Source: an optimization exercise on an open RTL-to-GDS flow (aim: small area and a short achievable clock period). Production flows keep margins and buffers that such runs may drop.
RTL that was checked went through simulation tests only; none was proved equivalent to the original.
No activity file was given, so power comes from the tool's default toggle rates.

==> build 18: inputs <==
==> flow/design.v (excerpt) <==
module twiddle_mult
#(
    parameter int DATA_W    = 32,
    parameter int START_CNT = 64
) (
    input  logic              clk,
    input  logic              rst_n,
    input  logic [7:0]        cnt,
    input  logic [DATA_W-1:0] data_in,
    output logic [DATA_W-1:0] data_out
);
    logic [5:0]  cr_s1, cr_s2, cr_ng, ci_s1, ci_s2, ci_ng, mci_ng;
    twiddle_gen i_twiddle_gen (
        .clk (clk), .rst_n (rst_n), .cnt (cnt),
        .cr_s1 (cr_s1), .cr_s2 (cr_s2), .cr_ng (cr_ng),
        .ci_s1 (ci_s1), .ci_s2 (ci_s2), .ci_ng (ci_ng),
        .mci_ng (mci_ng)
    );
    cmplx_mult_scale i_cmplx_mult_scale (
        .clk (clk), .rst_n (rst_n), .data_in (data_in),
        .cr_s1 (cr_s1), .cr_s2 (cr_s2), .cr_ng (cr_ng),
        .ci_s1 (ci_s1), .ci_s2 (ci_s2), .ci_ng (ci_ng),
        .mci_ng (mci_ng),
        .data_out (data_out)
    );
endmodule
Settings: LEC_CHECK=0, CAP_MARGIN=20, CORE_MARGIN=2, CORE_UTILIZATION=40, SLEW_MARGIN=20, SYNTH_HIERARCHICAL=1, SYNTH_MINIMUM_KEEP_SIZE=0; clock period 8.0 ns.
run.sh (not shown) runs the stock make flow with config.mk's settings and CLKGATE_MAP_FILE= SYNTH_SCRIPT=/design/flow/synth_recipe.tcl, a recipe that flattens the netlist after the stock synthesis.
==> build 75: changes against build 18 <==
--- a/flow/design.v
+++ b/flow/design.v
@@ -21,24 +21,24 @@
     output logic [5:0]  ci_s2,
     output logic [5:0]  ci_ng,
     output logic [5:0]  mci_ng
 );
     logic [4:0] pos;
     logic [4:0] idx_d;
-    logic [4:0] idx_q;
     assign pos = cnt[4:0];
     always_comb begin
         case (cnt[7:5])
             3'd2: idx_d = pos;
             3'd3: idx_d = {pos[3:0], 1'b0};
             3'd4: idx_d = {pos[2:0], 2'b0};
             3'd5: idx_d = {pos[1:0], 3'b0};
             3'd6: idx_d = {pos[0], 4'b0};
             default: idx_d = 5'd0;
         endcase
     end
+    logic [4:0] idx_q;
     always_ff @(posedge clk) begin
         if (!rst_n) idx_q <= 5'd0;
         else        idx_q <= idx_d;
     end
     logic [31:0] oh;
     assign oh = 32'd1 << idx_q;
@@ -1714,28 +1714,28 @@
     assign im_w80 = (((ci_s1[4] & a[11]) | (ci_s2[4] & a[10])) ^ ci_ng[4]);
     assign im_w81 = (((ci_s1[4] & a[12]) | (ci_s2[4] & a[11])) ^ ci_ng[4]);
     assign im_w82 = (((ci_s1[4] & a[13]) | (ci_s2[4] & a[12])) ^ ci_ng[4]);
     assign im_w83 = (((ci_s1[4] & a[14]) | (ci_s2[4] & a[13])) ^ ci_ng[4]);
     assign im_w84 = (((ci_s1[4] & a[15]) | (ci_s2[4] & a[14])) ^ ci_ng[4]);
     assign im_w85 = ~(((ci_s1[4] & a[15]) | (ci_s2[4] & a[15])) ^ ci_ng[4]);
-    assign im_w86 = (((ci_s1[5] & a[0])) ^ ci_ng[5]);
-    assign im_w87 = (((ci_s1[5] & a[1])) ^ ci_ng[5]);
-    assign im_w88 = (((ci_s1[5] & a[2])) ^ ci_ng[5]);
-    assign im_w89 = (((ci_s1[5] & a[3])) ^ ci_ng[5]);
-    assign im_w90 = (((ci_s1[5] & a[4])) ^ ci_ng[5]);
-    assign im_w91 = (((ci_s1[5] & a[5])) ^ ci_ng[5]);
-    assign im_w92 = (((ci_s1[5] & a[6])) ^ ci_ng[5]);
-    assign im_w93 = (((ci_s1[5] & a[7])) ^ ci_ng[5]);
-    assign im_w94 = (((ci_s1[5] & a[8])) ^ ci_ng[5]);
-    assign im_w95 = (((ci_s1[5] & a[9])) ^ ci_ng[5]);
-    assign im_w96 = (((ci_s1[5] & a[10])) ^ ci_ng[5]);
-    assign im_w97 = (((ci_s1[5] & a[11])) ^ ci_ng[5]);
-    assign im_w98 = (((ci_s1[5] & a[12])) ^ ci_ng[5]);
-    assign im_w99 = (((ci_s1[5] & a[13])) ^ ci_ng[5]);
-    assign im_w100 = (((ci_s1[5] & a[14])) ^ ci_ng[5]);
-    assign im_w101 = (((ci_s1[5] & a[15])) ^ ci_ng[5]);
+    assign im_w86 = ((ci_s1[5] & ~a[0]));
+    assign im_w87 = ((ci_s1[5] & ~a[1]));
+    assign im_w88 = ((ci_s1[5] & ~a[2]));
+    assign im_w89 = ((ci_s1[5] & ~a[3]));
+    assign im_w90 = ((ci_s1[5] & ~a[4]));
+    assign im_w91 = ((ci_s1[5] & ~a[5]));
+    assign im_w92 = ((ci_s1[5] & ~a[6]));
+    assign im_w93 = ((ci_s1[5] & ~a[7]));
+    assign im_w94 = ((ci_s1[5] & ~a[8]));
+    assign im_w95 = ((ci_s1[5] & ~a[9]));
+    assign im_w96 = ((ci_s1[5] & ~a[10]));
+    assign im_w97 = ((ci_s1[5] & ~a[11]));
+    assign im_w98 = ((ci_s1[5] & ~a[12]));
+    assign im_w99 = ((ci_s1[5] & ~a[13]));
+    assign im_w100 = ((ci_s1[5] & ~a[14]));
+    assign im_w101 = ((ci_s1[5] & ~a[15]));
     assign im_w102 = (((cr_s1[0] & b[0])) ^ cr_ng[0]);
     assign im_w103 = (((cr_s1[0] & b[1]) | (cr_s2[0] & b[0])) ^ cr_ng[0]);
     assign im_w104 = (((cr_s1[0] & b[2]) | (cr_s2[0] & b[1])) ^ cr_ng[0]);
     assign im_w105 = (((cr_s1[0] & b[3]) | (cr_s2[0] & b[2])) ^ cr_ng[0]);
     assign im_w106 = (((cr_s1[0] & b[4]) | (cr_s2[0] & b[3])) ^ cr_ng[0]);
     assign im_w107 = (((cr_s1[0] & b[5]) | (cr_s2[0] & b[4])) ^ cr_ng[0]);
==> flow/flow/run.sh (new file) <==
#!/bin/bash
# Standard layout, except that the port buffers are buf_4 cells instead of the
# default choice (a slow delay buffer). Every port still gets its own buffer.
set -euo pipefail
export BUFFER_PORTS_ARGS="-buffer_cell sky130_fd_sc_hd__buf_4"
bash standard.sh finish > standard_finish.log 2>&1
==> flow/standard.sh (new file) <==
#!/bin/bash
# synth_recipe.tcl (not shown) runs the flow's synth.tcl, then flattens the netlist and writes it again
# the make line also repeats each setting of config.mk as NAME=value (left out here)
make -C /OpenROAD-flow-scripts/flow DESIGN_CONFIG=/design/flow/config.mk WORK_HOME=/design/flow/orfs CLKGATE_MAP_FILE= SYNTH_SCRIPT=/design/flow/synth_recipe.tcl "${@:-finish}"
Settings changed: SETUP_SLACK_MARGIN from default to 3.5, TNS_END_PERCENT from default to 100.
removed: flow/run.sh
==> build 73: changes against build 18 <==
--- a/flow/design.v
+++ b/flow/design.v
@@ -21,24 +21,24 @@
     output logic [5:0]  ci_s2,
     output logic [5:0]  ci_ng,
     output logic [5:0]  mci_ng
 );
     logic [4:0] pos;
     logic [4:0] idx_d;
-    logic [4:0] idx_q;
     assign pos = cnt[4:0];
     always_comb begin
         case (cnt[7:5])
             3'd2: idx_d = pos;
             3'd3: idx_d = {pos[3:0], 1'b0};
             3'd4: idx_d = {pos[2:0], 2'b0};
             3'd5: idx_d = {pos[1:0], 3'b0};
             3'd6: idx_d = {pos[0], 4'b0};
             default: idx_d = 5'd0;
         endcase
     end
+    logic [4:0] idx_q;
     always_ff @(posedge clk) begin
         if (!rst_n) idx_q <= 5'd0;
         else        idx_q <= idx_d;
     end
     logic [31:0] oh;
     assign oh = 32'd1 << idx_q;
@@ -1463,20 +1463,23 @@
     csa_fa u_re_w243 (.a(re_w16), .b(re_w31), .c(re_w46), .s(re_w243), .co(re_w244));
     csa_fa u_re_w245 (.a(re_w61), .b(re_w76), .c(re_w91), .s(re_w245), .co(re_w246));
     csa_fa u_re_w247 (.a(re_w117), .b(re_w132), .c(re_w147), .s(re_w247), .co(re_w248));
     csa_fa u_re_w249 (.a(re_w17), .b(re_w32), .c(re_w47), .s(re_w249), .co(re_w250));
     csa_fa u_re_w251 (.a(re_w62), .b(re_w77), .c(re_w92), .s(re_w251), .co(re_w252));
     csa_fa u_re_w253 (.a(re_w118), .b(re_w133), .c(re_w148), .s(re_w253), .co(re_w254));
-    csa_fa u_re_w255 (.a(1'b1), .b(re_w33), .c(re_w48), .s(re_w255), .co(re_w256));
+    assign re_w255 = ~(re_w33 ^ re_w48);
+    assign re_w256 = re_w33 | re_w48;
     csa_fa u_re_w257 (.a(re_w63), .b(re_w78), .c(re_w93), .s(re_w257), .co(re_w258));
     csa_ha u_re_w259 (.a(re_w134), .b(re_w149), .s(re_w259), .co(re_w260));
-    csa_fa u_re_w261 (.a(1'b1), .b(re_w34), .c(re_w49), .s(re_w261), .co(re_w262));
+    assign re_w261 = ~(re_w34 ^ re_w49);
+    assign re_w262 = re_w34 | re_w49;
     csa_fa u_re_w263 (.a(re_w64), .b(re_w79), .c(re_w94), .s(re_w263), .co(re_w264));
     csa_ha u_re_w265 (.a(re_w135), .b(re_w150), .s(re_w265), .co(re_w266));
     csa_fa u_re_w267 (.a(re_w50), .b(re_w65), .c(re_w80), .s(re_w267), .co(re_w268));
-    csa_ha u_re_w269 (.a(1'b1), .b(re_w51), .s(re_w269), .co(re_w270));
+    assign re_w269 = ~re_w51;
+    assign re_w270 = re_w51;
     csa_fa u_re_w271 (.a(cr_ng[2]), .b(mci_ng[2]), .c(re_w5), .s(re_w271), .co(re_w272));
     csa_ha u_re_w273 (.a(re_w6), .b(re_w21), .s(re_w273), .co(re_w274));
     csa_fa u_re_w275 (.a(re_w203), .b(re_w7), .c(re_w22), .s(re_w275), .co(re_w276));
     csa_fa u_re_w277 (.a(re_w37), .b(re_w52), .c(re_w108), .s(re_w277), .co(re_w278));
     csa_fa u_re_w279 (.a(re_w204), .b(re_w8), .c(re_w23), .s(re_w279), .co(re_w280));
     csa_fa u_re_w281 (.a(re_w38), .b(re_w53), .c(re_w109), .s(re_w281), .co(re_w282));
@@ -1519,13 +1522,14 @@
     csa_fa u_re_w355 (.a(re_w262), .b(re_w264), .c(re_w267), .s(re_w355), .co(re_w356));
     csa_fa u_re_w357 (.a(re_w66), .b(re_w81), .c(re_w96), .s(re_w357), .co(re_w358));
     csa_fa u_re_w359 (.a(re_w152), .b(re_w167), .c(re_w182), .s(re_w359), .co(re_w360));
     csa_fa u_re_w361 (.a(re_w197), .b(re_w269), .c(re_w268), .s(re_w361), .co(re_w362));
     csa_fa u_re_w363 (.a(re_w67), .b(re_w82), .c(re_w97), .s(re_w363), .co(re_w364));
     csa_fa u_re_w365 (.a(re_w168), .b(re_w183), .c(re_w198), .s(re_w365), .co(re_w366));
-    csa_fa u_re_w367 (.a(1'b1), .b(re_w68), .c(re_w83), .s(re_w367), .co(re_w368));
+    assign re_w367 = ~(re_w68 ^ re_w83);
+    assign re_w368 = re_w68 | re_w83;
     csa_ha u_re_w369 (.a(re_w98), .b(re_w169), .s(re_w369), .co(re_w370));
     csa_fa u_re_w371 (.a(cr_ng[1]), .b(mci_ng[1]), .c(re_w3), .s(re_w371), .co(re_w372));
     csa_ha u_re_w373 (.a(re_w4), .b(re_w19), .s(re_w373), .co(re_w374));
     csa_fa u_re_w375 (.a(re_w20), .b(re_w35), .c(re_w106), .s(re_w375), .co(re_w376));
     csa_ha u_re_w377 (.a(re_w121), .b(re_w136), .s(re_w377), .co(re_w378));
     csa_fa u_re_w379 (.a(re_w36), .b(re_w107), .c(re_w122), .s(re_w379), .co(re_w380));
@@ -1563,13 +1567,14 @@
     csa_fa u_re_w443 (.a(re_w270), .b(re_w358), .c(re_w360), .s(re_w443), .co(re_w444));
     csa_fa u_re_w445 (.a(re_w363), .b(re_w365), .c(re_w362), .s(re_w445), .co(re_w446));
     csa_fa u_re_w447 (.a(re_w184), .b(re_w199), .c(re_w369), .s(re_w447), .co(re_w448));
     csa_fa u_re_w449 (.a(re_w364), .b(re_w366), .c(re_w367), .s(re_w449), .co(re_w450));
     csa_fa u_re_w451 (.a(re_w84), .b(re_w99), .c(re_w185), .s(re_w451), .co(re_w452));
     csa_fa u_re_w453 (.a(re_w200), .b(re_w370), .c(re_w368), .s(re_w453), .co(re_w454));
-    csa_fa u_re_w455 (.a(1'b1), .b(re_w85), .c(re_w100), .s(re_w455), .co(re_w456));
+    assign re_w455 = ~(re_w85 ^ re_w100);
+    assign re_w456 = re_w85 | re_w100;
     csa_ha u_re_w457 (.a(re_w186), .b(re_w201), .s(re_w457), .co(re_w458));
     csa_ha u_re_w459 (.a(cr_ng[0]), .b(mci_ng[0]), .s(re_w459), .co(re_w460));
     csa_ha u_re_w461 (.a(re_w18), .b(re_w104), .s(re_w461), .co(re_w462));
     csa_fa u_re_w463 (.a(re_w105), .b(re_w120), .c(re_w373), .s(re_w463), .co(re_w464));
     csa_fa u_re_w465 (.a(re_w374), .b(re_w377), .c(re_w375), .s(re_w465), .co(re_w466));
     csa_fa u_re_w467 (.a(re_w378), .b(re_w376), .c(re_w379), .s(re_w467), .co(re_w468));
@@ -1714,28 +1719,28 @@
     assign im_w80 = (((ci_s1[4] & a[11]) | (ci_s2[4] & a[10])) ^ ci_ng[4]);
     assign im_w81 = (((ci_s1[4] & a[12]) | (ci_s2[4] & a[11])) ^ ci_ng[4]);
     assign im_w82 = (((ci_s1[4] & a[13]) | (ci_s2[4] & a[12])) ^ ci_ng[4]);
     assign im_w83 = (((ci_s1[4] & a[14]) | (ci_s2[4] & a[13])) ^ ci_ng[4]);
     assign im_w84 = (((ci_s1[4] & a[15]) | (ci_s2[4] & a[14])) ^ ci_ng[4]);
     assign im_w85 = ~(((ci_s1[4] & a[15]) | (ci_s2[4] & a[15])) ^ ci_ng[4]);
-    assign im_w86 = (((ci_s1[5] & a[0])) ^ ci_ng[5]);
-    assign im_w87 = (((ci_s1[5] & a[1])) ^ ci_ng[5]);
-    assign im_w88 = (((ci_s1[5] & a[2])) ^ ci_ng[5]);
-    assign im_w89 = (((ci_s1[5] & a[3])) ^ ci_ng[5]);
-    assign im_w90 = (((ci_s1[5] & a[4])) ^ ci_ng[5]);
-    assign im_w91 = (((ci_s1[5] & a[5])) ^ ci_ng[5]);
-    assign im_w92 = (((ci_s1[5] & a[6])) ^ ci_ng[5]);
-    assign im_w93 = (((ci_s1[5] & a[7])) ^ ci_ng[5]);
-    assign im_w94 = (((ci_s1[5] & a[8])) ^ ci_ng[5]);
-    assign im_w95 = (((ci_s1[5] & a[9])) ^ ci_ng[5]);
-    assign im_w96 = (((ci_s1[5] & a[10])) ^ ci_ng[5]);
-    assign im_w97 = (((ci_s1[5] & a[11])) ^ ci_ng[5]);
-    assign im_w98 = (((ci_s1[5] & a[12])) ^ ci_ng[5]);
-    assign im_w99 = (((ci_s1[5] & a[13])) ^ ci_ng[5]);
-    assign im_w100 = (((ci_s1[5] & a[14])) ^ ci_ng[5]);
-    assign im_w101 = (((ci_s1[5] & a[15])) ^ ci_ng[5]);
+    assign im_w86 = ((ci_s1[5] & ~a[0]));
+    assign im_w87 = ((ci_s1[5] & ~a[1]));
+    assign im_w88 = ((ci_s1[5] & ~a[2]));
+    assign im_w89 = ((ci_s1[5] & ~a[3]));
+    assign im_w90 = ((ci_s1[5] & ~a[4]));
+    assign im_w91 = ((ci_s1[5] & ~a[5]));
+    assign im_w92 = ((ci_s1[5] & ~a[6]));
+    assign im_w93 = ((ci_s1[5] & ~a[7]));
+    assign im_w94 = ((ci_s1[5] & ~a[8]));
+    assign im_w95 = ((ci_s1[5] & ~a[9]));
+    assign im_w96 = ((ci_s1[5] & ~a[10]));
+    assign im_w97 = ((ci_s1[5] & ~a[11]));
+    assign im_w98 = ((ci_s1[5] & ~a[12]));
+    assign im_w99 = ((ci_s1[5] & ~a[13]));
+    assign im_w100 = ((ci_s1[5] & ~a[14]));
+    assign im_w101 = ((ci_s1[5] & ~a[15]));
     assign im_w102 = (((cr_s1[0] & b[0])) ^ cr_ng[0]);
     assign im_w103 = (((cr_s1[0] & b[1]) | (cr_s2[0] & b[0])) ^ cr_ng[0]);
     assign im_w104 = (((cr_s1[0] & b[2]) | (cr_s2[0] & b[1])) ^ cr_ng[0]);
     assign im_w105 = (((cr_s1[0] & b[3]) | (cr_s2[0] & b[2])) ^ cr_ng[0]);
     assign im_w106 = (((cr_s1[0] & b[4]) | (cr_s2[0] & b[3])) ^ cr_ng[0]);
     assign im_w107 = (((cr_s1[0] & b[5]) | (cr_s2[0] & b[4])) ^ cr_ng[0]);
@@ -1866,20 +1871,23 @@
     csa_fa u_im_w257 (.a(im_w117), .b(im_w132), .c(im_w147), .s(im_w257), .co(im_w258));
     csa_ha u_im_w259 (.a(im_w162), .b(im_w177), .s(im_w259), .co(im_w260));
     csa_fa u_im_w261 (.a(im_w17), .b(im_w32), .c(im_w47), .s(im_w261), .co(im_w262));
     csa_fa u_im_w263 (.a(im_w62), .b(im_w77), .c(im_w92), .s(im_w263), .co(im_w264));
     csa_fa u_im_w265 (.a(im_w118), .b(im_w133), .c(im_w148), .s(im_w265), .co(im_w266));
     csa_ha u_im_w267 (.a(im_w163), .b(im_w178), .s(im_w267), .co(im_w268));
-    csa_fa u_im_w269 (.a(1'b1), .b(im_w33), .c(im_w48), .s(im_w269), .co(im_w270));
+    assign im_w269 = ~(im_w33 ^ im_w48);
+    assign im_w270 = im_w33 | im_w48;
     csa_fa u_im_w271 (.a(im_w63), .b(im_w78), .c(im_w93), .s(im_w271), .co(im_w272));
     csa_fa u_im_w273 (.a(im_w134), .b(im_w149), .c(im_w164), .s(im_w273), .co(im_w274));
-    csa_fa u_im_w275 (.a(1'b1), .b(im_w34), .c(im_w49), .s(im_w275), .co(im_w276));
+    assign im_w275 = ~(im_w34 ^ im_w49);
+    assign im_w276 = im_w34 | im_w49;
     csa_fa u_im_w277 (.a(im_w64), .b(im_w79), .c(im_w94), .s(im_w277), .co(im_w278));
     csa_ha u_im_w279 (.a(im_w135), .b(im_w150), .s(im_w279), .co(im_w280));
     csa_fa u_im_w281 (.a(im_w50), .b(im_w65), .c(im_w80), .s(im_w281), .co(im_w282));
-    csa_ha u_im_w283 (.a(1'b1), .b(im_w51), .s(im_w283), .co(im_w284));
+    assign im_w283 = ~im_w51;
+    assign im_w284 = im_w51;
     csa_fa u_im_w285 (.a(ci_ng[2]), .b(cr_ng[2]), .c(im_w5), .s(im_w285), .co(im_w286));
     csa_ha u_im_w287 (.a(im_w6), .b(im_w21), .s(im_w287), .co(im_w288));
     csa_fa u_im_w289 (.a(im_w205), .b(im_w7), .c(im_w22), .s(im_w289), .co(im_w290));
     csa_fa u_im_w291 (.a(im_w37), .b(im_w52), .c(im_w108), .s(im_w291), .co(im_w292));
     csa_fa u_im_w293 (.a(im_w206), .b(im_w8), .c(im_w23), .s(im_w293), .co(im_w294));
     csa_fa u_im_w295 (.a(im_w38), .b(im_w53), .c(im_w109), .s(im_w295), .co(im_w296));
@@ -1922,13 +1930,14 @@
     csa_fa u_im_w369 (.a(im_w276), .b(im_w278), .c(im_w281), .s(im_w369), .co(im_w370));
     csa_fa u_im_w371 (.a(im_w66), .b(im_w81), .c(im_w96), .s(im_w371), .co(im_w372));
     csa_fa u_im_w373 (.a(im_w152), .b(im_w167), .c(im_w182), .s(im_w373), .co(im_w374));
     csa_fa u_im_w375 (.a(im_w197), .b(im_w283), .c(im_w282), .s(im_w375), .co(im_w376));
     csa_fa u_im_w377 (.a(im_w67), .b(im_w82), .c(im_w97), .s(im_w377), .co(im_w378));
     csa_fa u_im_w379 (.a(im_w168), .b(im_w183), .c(im_w198), .s(im_w379), .co(im_w380));
-    csa_fa u_im_w381 (.a(1'b1), .b(im_w68), .c(im_w83), .s(im_w381), .co(im_w382));
+    assign im_w381 = ~(im_w68 ^ im_w83);
+    assign im_w382 = im_w68 | im_w83;
     csa_ha u_im_w383 (.a(im_w98), .b(im_w169), .s(im_w383), .co(im_w384));
     csa_fa u_im_w385 (.a(ci_ng[1]), .b(cr_ng[1]), .c(im_w3), .s(im_w385), .co(im_w386));
     csa_ha u_im_w387 (.a(im_w4), .b(im_w19), .s(im_w387), .co(im_w388));
     csa_fa u_im_w389 (.a(im_w20), .b(im_w35), .c(im_w106), .s(im_w389), .co(im_w390));
     csa_ha u_im_w391 (.a(im_w121), .b(im_w136), .s(im_w391), .co(im_w392));
     csa_fa u_im_w393 (.a(im_w36), .b(im_w107), .c(im_w122), .s(im_w393), .co(im_w394));
@@ -1966,13 +1975,14 @@
     csa_fa u_im_w457 (.a(im_w284), .b(im_w372), .c(im_w374), .s(im_w457), .co(im_w458));
     csa_fa u_im_w459 (.a(im_w377), .b(im_w379), .c(im_w376), .s(im_w459), .co(im_w460));
     csa_fa u_im_w461 (.a(im_w184), .b(im_w199), .c(im_w383), .s(im_w461), .co(im_w462));
     csa_fa u_im_w463 (.a(im_w378), .b(im_w380), .c(im_w381), .s(im_w463), .co(im_w464));
     csa_fa u_im_w465 (.a(im_w84), .b(im_w99), .c(im_w185), .s(im_w465), .co(im_w466));
     csa_fa u_im_w467 (.a(im_w200), .b(im_w384), .c(im_w382), .s(im_w467), .co(im_w468));
-    csa_fa u_im_w469 (.a(1'b1), .b(im_w85), .c(im_w100), .s(im_w469), .co(im_w470));
+    assign im_w469 = ~(im_w85 ^ im_w100);
+    assign im_w470 = im_w85 | im_w100;
     csa_ha u_im_w471 (.a(im_w186), .b(im_w201), .s(im_w471), .co(im_w472));
     csa_ha u_im_w473 (.a(ci_ng[0]), .b(cr_ng[0]), .s(im_w473), .co(im_w474));
     csa_ha u_im_w475 (.a(im_w18), .b(im_w104), .s(im_w475), .co(im_w476));
     csa_fa u_im_w477 (.a(im_w105), .b(im_w120), .c(im_w387), .s(im_w477), .co(im_w478));
     csa_fa u_im_w479 (.a(im_w388), .b(im_w391), .c(im_w389), .s(im_w479), .co(im_w480));
     csa_fa u_im_w481 (.a(im_w392), .b(im_w390), .c(im_w393), .s(im_w481), .co(im_w482));
==> flow/flow/run.sh (new file) <==
#!/bin/bash
# Standard layout, except that the port buffers are buf_4 cells instead of the
# default choice (a slow delay buffer). Every port still gets its own buffer.
set -euo pipefail
export BUFFER_PORTS_ARGS="-buffer_cell sky130_fd_sc_hd__buf_4"
bash standard.sh finish > standard_finish.log 2>&1
==> flow/standard.sh (new file) <==
#!/bin/bash
# synth_recipe.tcl (not shown) runs the flow's synth.tcl, then flattens the netlist and writes it again
# the make line also repeats each setting of config.mk as NAME=value (left out here)
make -C /OpenROAD-flow-scripts/flow DESIGN_CONFIG=/design/flow/config.mk WORK_HOME=/design/flow/orfs CLKGATE_MAP_FILE= SYNTH_SCRIPT=/design/flow/synth_recipe.tcl "${@:-finish}"
Settings changed: CTS_BUF_LIST from default to sky130_fd_sc_hd__clkbuf_4 sky130_fd_sc_hd__clkbuf_8, CTS_CLUSTER_DIAMETER from default to 100, CTS_CLUSTER_SIZE from default to 30, SETUP_SLACK_MARGIN from default to 3.5, TNS_END_PERCENT from default to 100.
removed: flow/run.sh
==> build 96: changes against build 18 <==
Settings changed: SETUP_SLACK_MARGIN from default to 3, TNS_END_PERCENT from default to 100.
==> qor summary <==
                                                          build 73        build 96        build 18        build 75
Status                                              finished clean  finished clean  finished clean  finished clean
Vias in the first global route                               17300           16600           16500           17200
Logic depth of the worst register-to-register path              13              11              12              14
Number of cells produced by synthesis                         1958            1945            1945            1956
GR Layer Usage met1                                          33.8%           34.1%           33.2%           33.0%
IR Drop Worst-Case VDD                                    0.134 mV        0.178 mV        0.178 mV        0.145 mV
Endpoint required time on the critical path                8.31 ns         8.26 ns         8.26 ns         8.25 ns
Post-place instance area                              0.0200 sq mm    0.0203 sq mm    0.0203 sq mm    0.0201 sq mm
Min-Delay Path Class                                        in2reg         reg2reg         reg2reg          in2reg
Overall via count from detail_route                          16300           15800           15300           16100
Horiz. Die Dim                                              222 um          222 um          222 um          222 um
Net Sw Power                                             0.00348 W       0.00339 W       0.00336 W       0.00341 W
Final Instance Area                                   0.0222 sq mm    0.0213 sq mm    0.0207 sq mm    0.0218 sq mm
Met2 layer wire length in the routed design                31.7 mm         28.7 mm         28.1 mm         31.0 mm
Relative slew slack                                          33.1%           29.0%           17.4%           55.7%
Drt pass-1 iters                                                 7              17              17               5
Static Leak                                                8.49 nW         8.00 nW         7.66 nW         8.24 nW
No functional check of the RTL was part of build 75 and build 73.

-- afterwards: timing with drivers on the ports --
How much do the figures lean on ideal ports? The routed layouts below were timed once more, with nothing changed but the port constraints.
Step 1 sets driving cells, clkbuf_16 on the clock port and buf_2 on the other inputs (assumed; they add their load-dependent delay and slew).
Step 2 moves the port delays by t, midway between the first and last clock arrival at a register: inputs arrive t later, outputs are due t later. That takes back most of the time a late clock gives input paths.
a / b / c = ideal / step 1 / step 2; a / b = the first two.
| run | shift t [ns] | slack for setup (ns) | hold WS [ns] | latest minus earliest clock arrival (ns) |
|---|---|---|---|---|
| build 18 | 0.427 | 2.149 / 2.149 / 2.080 | 1.720 / 1.720 / 1.720 | 0.014 / 0.013 |
| build 75 | 0.446 | 3.532 / 3.525 / 3.080 | 1.344 / 1.311 / 1.594 | 0.019 / 0.019 |
| build 73 | 0.491 | 3.506 / 3.506 / 3.037 | 1.329 / 1.302 / 1.630 | 0.026 / 0.027 |
| build 96 | 0.428 | 3.014 / 3.047 / 2.618 | 1.656 / 1.656 / 1.656 | 0.016 / 0.017 |
After both steps every run listed still meets setup and hold. The setup slack of build 73, which loses most, moves by 0.000 ns with the drivers and by -0.469 ns with both steps.
